Source: an optimization exercise on an open RTL-to-GDS flow (aim: small area). Production flows keep margins and buffers that such runs may drop. In this exercise RTL edits were held to simulation tests only and were not proved equivalent to the original.

Setup of exp/yarrow:
Design dac_output_conditioner, start of the top module:
module dac_output_conditioner
#(
  parameter int DAC_DATA_WIDTH = 14,
  parameter int IN_DATA_WIDTH  = 16,
  parameter int GAIN_WIDTH     = 16
) (
  input  logic                             aclk,
  input  logic                             rst,
  input  logic signed [IN_DATA_WIDTH-1:0]  in_a,
  input  logic signed [IN_DATA_WIDTH-1:0]  in_b,
  input  logic signed [GAIN_WIDTH-1:0]     gain_a,
  input  logic signed [GAIN_WIDTH-1:0]     gain_b,
  input  logic signed [DAC_DATA_WIDTH-1:0] offset_a,
  input  logic signed [DAC_DATA_WIDTH-1:0] offset_b,
  input  logic                             enable_a,
  input  logic                             enable_b,
  input  logic [dac_cond_pkg::ENV_W-1:0]   ramp_step,
  input  logic                             sat_clr,
  output logic signed [DAC_DATA_WIDTH-1:0] dat_a_o,
  output logic signed [DAC_DATA_WIDTH-1:0] dat_b_o,
  output logic [1:0]                       state_a,
  output logic [1:0]                       state_b,
  output logic [dac_cond_pkg::SAT_CNT_W-1:0] sat_cnt_a,
  output logic [dac_cond_pkg::SAT_CNT_W-1:0] sat_cnt_b
);
export LEC_CHECK = 0
export CAP_MARGIN = 20
export CORE_MARGIN = 2
export CORE_UTILIZATION = 40
export CTS_BUF_LIST = sky130_fd_sc_hd__clkbuf_4 sky130_fd_sc_hd__clkbuf_8
export GPL_TIMING_DRIVEN = 0
export SLEW_MARGIN = 20
export SYNTH_HIERARCHICAL = 1
create_clock -name core_clock -period 8.0 [get_ports {aclk}]
run.sh (not shown) runs the stock make flow with config.mk's settings and CLKGATE_MAP_FILE= SYNTH_SCRIPT=/design/flow/synth_recipe.tcl, a recipe that flattens the netlist after the stock synthesis.
Input-level comparison between exp/indigo and exp/yarrow:
-- flow/config.mk --
<<< exp/yarrow, line 10
export CORE_UTILIZATION = 40
export CTS_BUF_LIST = sky130_fd_sc_hd__clkbuf_4 sky130_fd_sc_hd__clkbuf_8
export GPL_TIMING_DRIVEN = 0
export SLEW_MARGIN = 20
export SYNTH_HIERARCHICAL = 1
>>> exp/indigo, line 10
export CORE_UTILIZATION = 40
export CTS_BUF_LIST = sky130_fd_sc_hd__clkbuf_4 sky130_fd_sc_hd__clkbuf_8
export SLEW_MARGIN = 20
export SYNTH_HIERARCHICAL = 1
Findings:
On ratio of routed vias to standard cells: between exp/yarrow and exp/indigo, it ends up higher for exp/yarrow. Against exp/yarrow, cell area in exp/indigo rose slightly. Diff exp/yarrow -> exp/indigo: minimum clock period fell 0.054 ns, clock input transition at the sequential cells of the worst setup and hold paths about even. The detailed-route via count number comes out higher for exp/indigo vs exp/yarrow. Changes observed in exp/indigo relative to exp/yarrow: worst hold slack after final layout went down 0.0087 ns.
Here is what was changed in the inputs of exp/cedar compared with exp/indigo.
-- flow/config.mk --
<<< exp/indigo, line 9
export CORE_MARGIN = 2
export CORE_UTILIZATION = 40
export CTS_BUF_LIST = sky130_fd_sc_hd__clkbuf_4 sky130_fd_sc_hd__clkbuf_8
export SLEW_MARGIN = 20
export SYNTH_HIERARCHICAL = 1
>>> exp/cedar, line 9
export CORE_MARGIN = 2
export CORE_UTILIZATION = 40
export SLEW_MARGIN = 20
export SYNTH_HIERARCHICAL = 1
Results
exp/cedar ended with every stage complete and zero timing, DRC or antenna violations. exp/indigo: PASS, flow complete, no timing, DRC or antenna violations. There was hardly any difference in overall fraction of global-route tracks in use between exp/indigo and exp/cedar. From exp/cedar to exp/indigo, share of flip-flops with an asynchronous set or reset did not move at all. Re post-CTS resize count: no difference whatsoever between exp/indigo and exp/cedar. Comparing the two runs side by side, exp/cedar comes out behind exp/indigo on count of routing violations after the opening detailed-route iteration. Per the comparison of exp/cedar with exp/indigo, inverter count of the layout excluding clock inverters about even, maximum frequency rose about 0.5%. Non-clock buffer share of cell area: exp/indigo vs exp/cedar — no meaningful difference. Antenna cell count came out exactly the same in exp/cedar and exp/indigo. Measured against each other, exp/cedar and exp/indigo differ in total length of routed met3 wires, the lower figure coming from exp/indigo. [compare] base=exp/indigo new=exp/cedar: estimated wirelength of the detail-placed design ~0 delta, routed wire length picked up an extra about 0.35%.

-- afterwards: timing with drivers on the ports --
In the flow no input, the clock included, has a driving cell. The finished layouts below were timed again as built, in two steps.
Step 1 assumes that a clkbuf_16 drives the clock port and a buf_2 every other input.
Step 2, shift: input delay + t, output delay - t, t = (earliest + latest rising clock arrival at the registers) / 2. This alone moves slack from input paths to output paths.
Three values: ideal ports, drivers, drivers and shift; two values: the first two.
run	t, ns	setup slack, ns	worst hold slack (ns)	worst slew at a driven data input, ns
exp/yarrow	0.558	0.363 / 0.396 / -0.162	0.329 / 0.329 / 0.329	0.15
exp/indigo	0.546	0.417 / 0.417 / 0.097	0.321 / 0.321 / 0.321	0.13
exp/cedar	0.502	0.456 / 0.456 / 0.118	0.323 / 0.323 / 0.323	0.13
With both steps, setup timing fails in exp/yarrow, where it was met with ideal ports. For exp/yarrow, which loses most, drivers alone change the setup slack by +0.033 ns; drivers and shift together by -0.525 ns.
